What follows belongs to an exercise in optimizing a design on an open flow for small area, a short achievable clock period and few clock cycles; a production flow would make more cautious choices. At most, simulation tests tie the RTL to the original design; equivalence was not proved. Power and IR drop assume default switching activity.

// equity_top
module equity_top
(
	input  logic               clock,
	input  logic               rst_n,
	input  logic               awvalid,
	output logic               awready,
	input  logic [5-1:0] awaddr,
	input  logic               wvalid,
	output logic               wready,
	input  logic [32-1:0] wdata,
	output logic               bvalid,
	input  logic               bready,
	output logic [1:0]         bresp,
	input  logic               arvalid,
	output logic               arready,
	input  logic [5-1:0] araddr,
	output logic               rvalid,
	input  logic               rready,
	output logic [32-1:0] rdata,
	output logic [1:0]         rresp
);
==> flow/config.mk <==
export PLATFORM = sky130hd
export DESIGN_NAME = equity_top
export DESIGN_NICKNAME = equity_top
export VERILOG_FILES = /design/flow/design.v
export SDC_FILE = /design/flow/constraint.sdc
export NUM_CORES = 4
export LEC_CHECK = 0
export ABC_AREA = 1
export CAP_MARGIN = 20
export CORE_MARGIN = 2
export CORE_UTILIZATION = 30
export SLEW_MARGIN = 20
==> flow/constraint.sdc <==
create_clock -name core_clock -period 12.5 [get_ports {clock}]
set_input_delay 2.5000 -clock core_clock [delete_from_list [all_inputs] [get_ports {clock}]]
set_output_delay 2.5000 -clock core_clock [all_outputs]
set_load 0.01 [all_outputs]
standard.sh (not shown) runs the stock make flow with config.mk's settings and CLKGATE_MAP_FILE= SYNTH_SCRIPT=/design/flow/synth_recipe.tcl, a recipe that flattens the netlist after the stock synthesis.
==> flow/flow/run.sh <==
#!/bin/bash
# Standard layout, with timing repair aimed well below the clock period
cp standard.sh standard_sh_copy.log
export SETUP_SLACK_MARGIN=8.8
bash standard.sh > standard.log 2>&1
Edit:
--- a/flow/design.v
+++ b/flow/design.v
@@ -514,16 +514,16 @@
 	input  logic [4:0]        live_b,
 	input  logic [13:0]       strength,   
 	input  logic [1:0]        cand,
 	input  logic [1:0]        k4,
 	input  logic [1:0]        k5,
 	input  logic              same,
 	output logic              v2,
-	output logic [8:0]        win_part,   
-	output logic [8:0]        nl_part     
+	output logic [13:0]       win_part,   
+	output logic [13:0]       nl_part     
 );
 	localparam int T_N = 0;
 	localparam int T_A = 1;
 	localparam int T_B = 2;
 	localparam int C_NN = 0;
 	localparam int C_NA = 1;
 	localparam int C_NB = 2;
@@ -538,16 +538,16 @@
 	logic [4:0]  w_nn1;
 	logic [1:0]  w_na1, w_nb1, w_an1, w_bn1;
 	logic [3:0]  w_x1;    
 	logic [5:0]  fcmp1;   
 	logic [4:0]  w_nn;
 	logic [1:0]  w_na, w_nb, w_an, w_bn;
 	logic [3:0]  w_x;
-	logic [8:0]  win_n;
-	logic [8:0]  nl_n;
+	logic [13:0] win_n;
+	logic [13:0] nl_n;
 	always_ff @(posedge clock)
 	begin
 		if (!rst_n)
 		begin
 			v1 <= 1'b0;
 			v2 <= 1'b0;
 		end
@@ -677,22 +677,22 @@
 					win = gt;
 					tie = eq;
 				end
 				win_c[ta*3+tb] = win;
 				nl_c[ta*3+tb]  = win || tie;
 			end
 	end
-	function automatic logic [8:0] parts(input logic [8:0] hit,
+	function automatic logic [13:0] parts(input logic [8:0] hit,
 		input logic [4:0] nn, input logic [1:0] na, input logic [1:0] nb,
 		input logic [1:0] an, input logic [1:0] bn, input logic [3:0] x);
-		logic [3:0] s;
-		s = (hit[C_NA] ? 4'(na) : 4'd0) + (hit[C_NB] ? 4'(nb) : 4'd0)
-			+ (hit[C_AN] ? 4'(an) : 4'd0) + (hit[C_BN] ? 4'(bn) : 4'd0)
-			+ 4'(hit[C_AA] && x[0]) + 4'(hit[C_AB] && x[1]) + 4'(hit[C_BA] && x[2]) + 4'(hit[C_BB] && x[3]);
-		parts = {s, hit[C_NN] ? nn : 5'd0};
+		logic [2:0] sa, sb, s1;
+		sa = (hit[C_NA] ? 3'(na) : 3'd0) + (hit[C_NB] ? 3'(nb) : 3'd0);
+		sb = (hit[C_AN] ? 3'(an) : 3'd0) + (hit[C_BN] ? 3'(bn) : 3'd0);
+		s1 = 3'(hit[C_AA] && x[0]) + 3'(hit[C_AB] && x[1]) + 3'(hit[C_BA] && x[2]) + 3'(hit[C_BB] && x[3]);
+		parts = {sa, sb, s1, hit[C_NN] ? nn : 5'd0};
 	endfunction
 	assign win_n = parts(win_c, w_nn1, w_na1, w_nb1, w_an1, w_bn1, w_x1);
 	assign nl_n  = parts(nl_c, w_nn1, w_na1, w_nb1, w_an1, w_bn1, w_x1);
 endmodule
 module outcome_tally
 (
 	input  logic                          clock,
@@ -710,16 +710,16 @@
 	input  logic [1:0]                    k4,
 	input  logic [1:0]                    k5,
 	input  logic                          same,
 	output logic [10-1:0]             win_count,
 	output logic [10-1:0]             nl_count    
 );
 	logic [2-1:0] v2;
-	logic [8:0]          win_part [2];
-	logic [8:0]          nl_part [2];
+	logic [13:0]         win_part [2];
+	logic [13:0]         nl_part [2];
 	logic                v3;
 	logic [5:0]          win_inc;
 	logic [5:0]          nl_inc;
 	logic                first1, first2, first3;
 	logic                last1, last2, last3;
 	for (genvar l = 0; l < 2; l++)
 	begin : g_lane
@@ -758,16 +758,16 @@
 			last3 <= last2;
 			v3    <= v2[0];
 		end
 		first1 <= first;
 		first2 <= first1;
 		first3 <= first2;
 	end
-	function automatic logic [5:0] lane_sum(input logic [8:0] p);
-		lane_sum = 6'(p[4:0]) + 6'(p[8:5]);
+	function automatic logic [5:0] lane_sum(input logic [13:0] p);
+		lane_sum = 6'(p[4:0]) + 6'(p[7:5]) + 6'(p[10:8]) + 6'(p[13:11]);
 	endfunction
 	always_ff @(posedge clock)
 	begin
 		win_inc <= (v2[0] ? lane_sum(win_part[0]) : 6'd0) + (v2[1] ? lane_sum(win_part[1]) : 6'd0);
 		nl_inc  <= (v2[0] ? lane_sum(nl_part[0]) : 6'd0) + (v2[1] ? lane_sum(nl_part[1]) : 6'd0);
 	end
 	always_ff @(posedge clock)
Outcome:
- The changed run produced a clean layout
- maximum frequency went up by roughly a tenth
- global-route usage rose by 0.20 points
- sequential power went up by a few percent
- utilization drops by 0.90 points
- via count is lower slightly
Testbench counts after the change, summed over its fixed seeds: cycles 6,144.
Function not checked in the first run of this note: the RTL went through the layout flow alone.

========
equity_top, a different RTL version from the one above (not shown whole).
Size in the first run: roughly 5000 cells after synthesis, roughly 510 flip-flops, about 90 I/O pins, ~34000 sq um of cells after synthesis.
==> flow/config.mk <==
export PLATFORM = sky130hd
export DESIGN_NAME = equity_top
export DESIGN_NICKNAME = equity_top
export VERILOG_FILES = /design/flow/design.v
export SDC_FILE = /design/flow/constraint.sdc
export NUM_CORES = 4
export LEC_CHECK = 0
export ABC_AREA = 1
export CAP_MARGIN = 20
export CORE_MARGIN = 2
export CORE_UTILIZATION = 30
export SLEW_MARGIN = 20
==> flow/constraint.sdc <==
create_clock -name core_clock -period 12.5 [get_ports {clock}]
set_input_delay 2.5000 -clock core_clock [delete_from_list [all_inputs] [get_ports {clock}]]
set_output_delay 2.5000 -clock core_clock [all_outputs]
set_load 0.01 [all_outputs]
==> flow/flow/run.sh <==
#!/bin/bash
# Standard layout, with timing repair aimed well below the clock period
cp standard.sh standard_sh_copy.log
export SETUP_SLACK_MARGIN=9.0
bash standard.sh > standard.log 2>&1
Testbench counts at the start, summed over its fixed seeds: cycles 6,144.
Next try:
--- a/flow/design.v
+++ b/flow/design.v
@@ -147,21 +147,20 @@
 	output logic [1:0]            cand,      
 	output logic [1:0]            k4,        
 	output logic [1:0]            k5,        
 	output logic [7:0]            fmax,      
 	output logic                  same,      
 	output logic [1:0]            pv,        
 	output logic                  first,     
 	output logic                  fin,       
 	output logic                  fin_bad,   
 	output logic [2*13-1:0] one,       
-	output logic [2*13-1:0] two,       
 	output logic [1:0]            eqab,      
 	output logic [9:0]            live_a,    
 	output logic [9:0]            live_b,
 	output logic [11:0]           fcmp       
 );
 	localparam logic [3:0] TOP = 4'(13 - 1);
 	logic [5:0]          card [7];  
 	logic [13-1:0] oh [7];    
 	logic [3:0]          sh [7];    
 	logic                cfg_bad_n;
@@ -299,38 +298,47 @@
 			ss[4*i +: 4] = sh[i];
 		end
 	function automatic logic [4:0] live_of(input logic [3:0] occ, input logic [3:0] sp,
 		input logic [3:0] sa, input logic [3:0] sb, input logic vb);
 		live_of = {ones4(~occ & ~sp), vb && |(sb & ~occ), |(sa & ~occ)};
 	endfunction
 	logic [1:0] run;    
 	logic [7:0] a;      
 	logic [7:0] b;
 	logic [1:0] lane_fin;
+	logic       m0_gt;
+	logic       m0_eq;
+	assign m0_gt = fmax[3:0] > fmax[7:4];
+	assign m0_eq = fmax[3:0] == fmax[7:4];
 	for (genvar l = 0; l < 2; l++)
 	begin : g_lane
 		localparam logic [3:0] A0   = l == 0 ? 4'd0 : 4'd4;   
 		localparam logic [3:0] AEND = l == 0 ? 4'd3 : TOP;    
 		logic [3:0] la;
 		logic [3:0] lb;
 		logic [4:0] oa;
 		logic [4:0] ob;
 		logic [3:0] m0;
 		logic [3:0] m1;
+		logic       g0a, g1a, g0b, g1b;
 		assign la = a[4*l +: 4];
 		assign lb = b[4*l +: 4];
 		assign oa = occ_of(la, cs, ss);
 		assign ob = occ_of(lb, cs, ss);
 		assign dup_a[l] = oa[4];
 		assign lane_fin[l] = run[l] && la == AEND && lb == TOP;
 		assign m0 = fmax[3:0];
 		assign m1 = fmax[7:4];
+		assign g0a = m0 > la;
+		assign g1a = m1 > la;
+		assign g0b = m0 > lb;
+		assign g1b = m1 > lb;
 		always_ff @(posedge clock)
 		begin
 			if (!rst_n)
 			begin
 				run[l] <= 1'b0;
 				pv[l]  <= 1'b0;
 			end
 			else
 			begin
 				if (go)
@@ -351,30 +359,26 @@
 			begin
 				a[4*l +: 4] <= la + 4'd1;
 				b[4*l +: 4] <= la + 4'd1;
 			end
 			else
 				b[4*l +: 4] <= lb + 4'd1;
 		end
 		always_ff @(posedge clock)
 		begin
 			for (int r = 0; r < 13; r++)
-			begin
 				one[13*l + r] <= la == 4'(r) || lb == 4'(r);
-				two[13*l + r] <= la == 4'(r) && lb == 4'(r);
-			end
 			eqab[l]            <= la == lb;
 			live_a[5*l +: 5]   <= live_of(oa[3:0], spec, ge3[0], ge3[1], valid_b);
 			live_b[5*l +: 5]   <= live_of(ob[3:0], spec, ge3[0], ge3[1], valid_b);
-			fcmp[6*l +: 6] <= {m0 > m1 && m0 > lb, m0 == m1 || (lb >= m0 && lb >= m1),
-				m0 > m1 && m0 > la, m0 == m1 || (la >= m0 && la >= m1),
-				m0 > m1, m0 == m1};
+			fcmp[6*l +: 6] <= {m0_gt && g0b, m0_eq || (!g0b && !g1b),
+				m0_gt && g0a, m0_eq || (!g0a && !g1a), m0_gt, m0_eq};
 		end
 	end
 	always_ff @(posedge clock)
 	begin
 		if (!rst_n)
 			fin <= 1'b0;
 		else
 			fin <= lane_fin[0];
 		first   <= run[0] && a[3:0] == 4'd0 && b[3:0] == 4'd0;
 		fin_bad <= cfg_bad || dup_seen || dup_a[0];
@@ -821,21 +825,20 @@
 	logic [4*13-1:0]         base1;
 	logic [1:0]                    cand;
 	logic [1:0]                    k4;
 	logic [1:0]                    k5;
 	logic [7:0]                    fmax;
 	logic                          same;
 	logic [2-1:0]           pv;
 	logic [2-1:0]           eqab;
 	logic [6*2-1:0]         fcmp;
 	logic [13*2-1:0]  one;
-	logic [13*2-1:0]  two;
 	logic [5*2-1:0]         live_a;
 	logic [5*2-1:0]         live_b;
 	logic [14*2-1:0]        strength;
 	logic [10-1:0]             win_count;
 	logic [10-1:0]             nl_count;
 	logic                          fin1;      
 	logic                          fin_bad1;
 	always_ff @(posedge clock)
 	begin
 		if (!rst_n)
@@ -869,27 +872,29 @@
 		.win_count (win_count),
 		.nl_count  (nl_count),
 		.go        (go),
 		.err       (err),
 		.hole_word (hole_word),
 		.flop_word (flop_word)
 	);
 	board_enumerator i_enum (.*);
 	for (genvar l = 0; l < 2; l++)
 	begin : g_lane
+		logic [13-1:0] two;  
+		assign two = one[13*l +: 13] & {13{eqab[l]}};
 		hand_ranker i_rank0
 		(
 			.base     (base0),
 			.one      (one[13*l +: 13]),
-			.two      (two[13*l +: 13]),
+			.two      (two),
 			.strength (strength[14*l +: 7])
 		);
 		hand_ranker i_rank1
 		(
 			.base     (base1),
 			.one      (one[13*l +: 13]),
-			.two      (two[13*l +: 13]),
+			.two      (two),
 			.strength (strength[14*l+7 +: 7])
 		);
 	end
 	outcome_tally i_tally (.*);
 endmodule
Outcome: Worst setup slack improved by 0.031 ns. Synthesized area is lower by about 2.5%. Maximum frequency went up by about 0.8%. Register-to-register slack loses 0.14 ns. Clock power is about the same. Design area fell by 1.3%. Power falls by about 3.7%.
Testbench counts after the change, summed over its fixed seeds: cycles 6,144.

[afterwards: timing with drivers on the ports]
No port has a modelled driver above. Below, the same layouts with a new extraction and two added sets of constraints. Step 1 sets driving cells, clkbuf_16 on the clock port and buf_2 on the other inputs (assumed; they add their load-dependent delay and slew). Step 2 also shifts input and output timing later by t, the mid clock arrival at the registers, as if the neighbouring blocks saw the same clock. Slacks: ideal / step 1 / step 2; pairs: ideal / step 1.
run | t, ns | slack for setup (ns) | clock arrival spread, ns
the first run of note 1 | 0.703 | 8.372 / 8.372 / 8.188 | 0.056 / 0.057
the second run of note 1 | 0.703 | 8.757 / 8.691 / 8.182 | 0.057 / 0.057
the first run of note 2 | 0.709 | 8.721 / 8.656 / 8.370 | 0.071 / 0.070
the second run of note 2 | 0.702 | 8.751 / 8.686 / 8.346 | 0.042 / 0.042
After both steps every run listed still meets setup and hold. For the second run of note 1, which loses most, drivers alone change the setup slack by -0.066 ns; drivers and shift together by -0.575 ns.
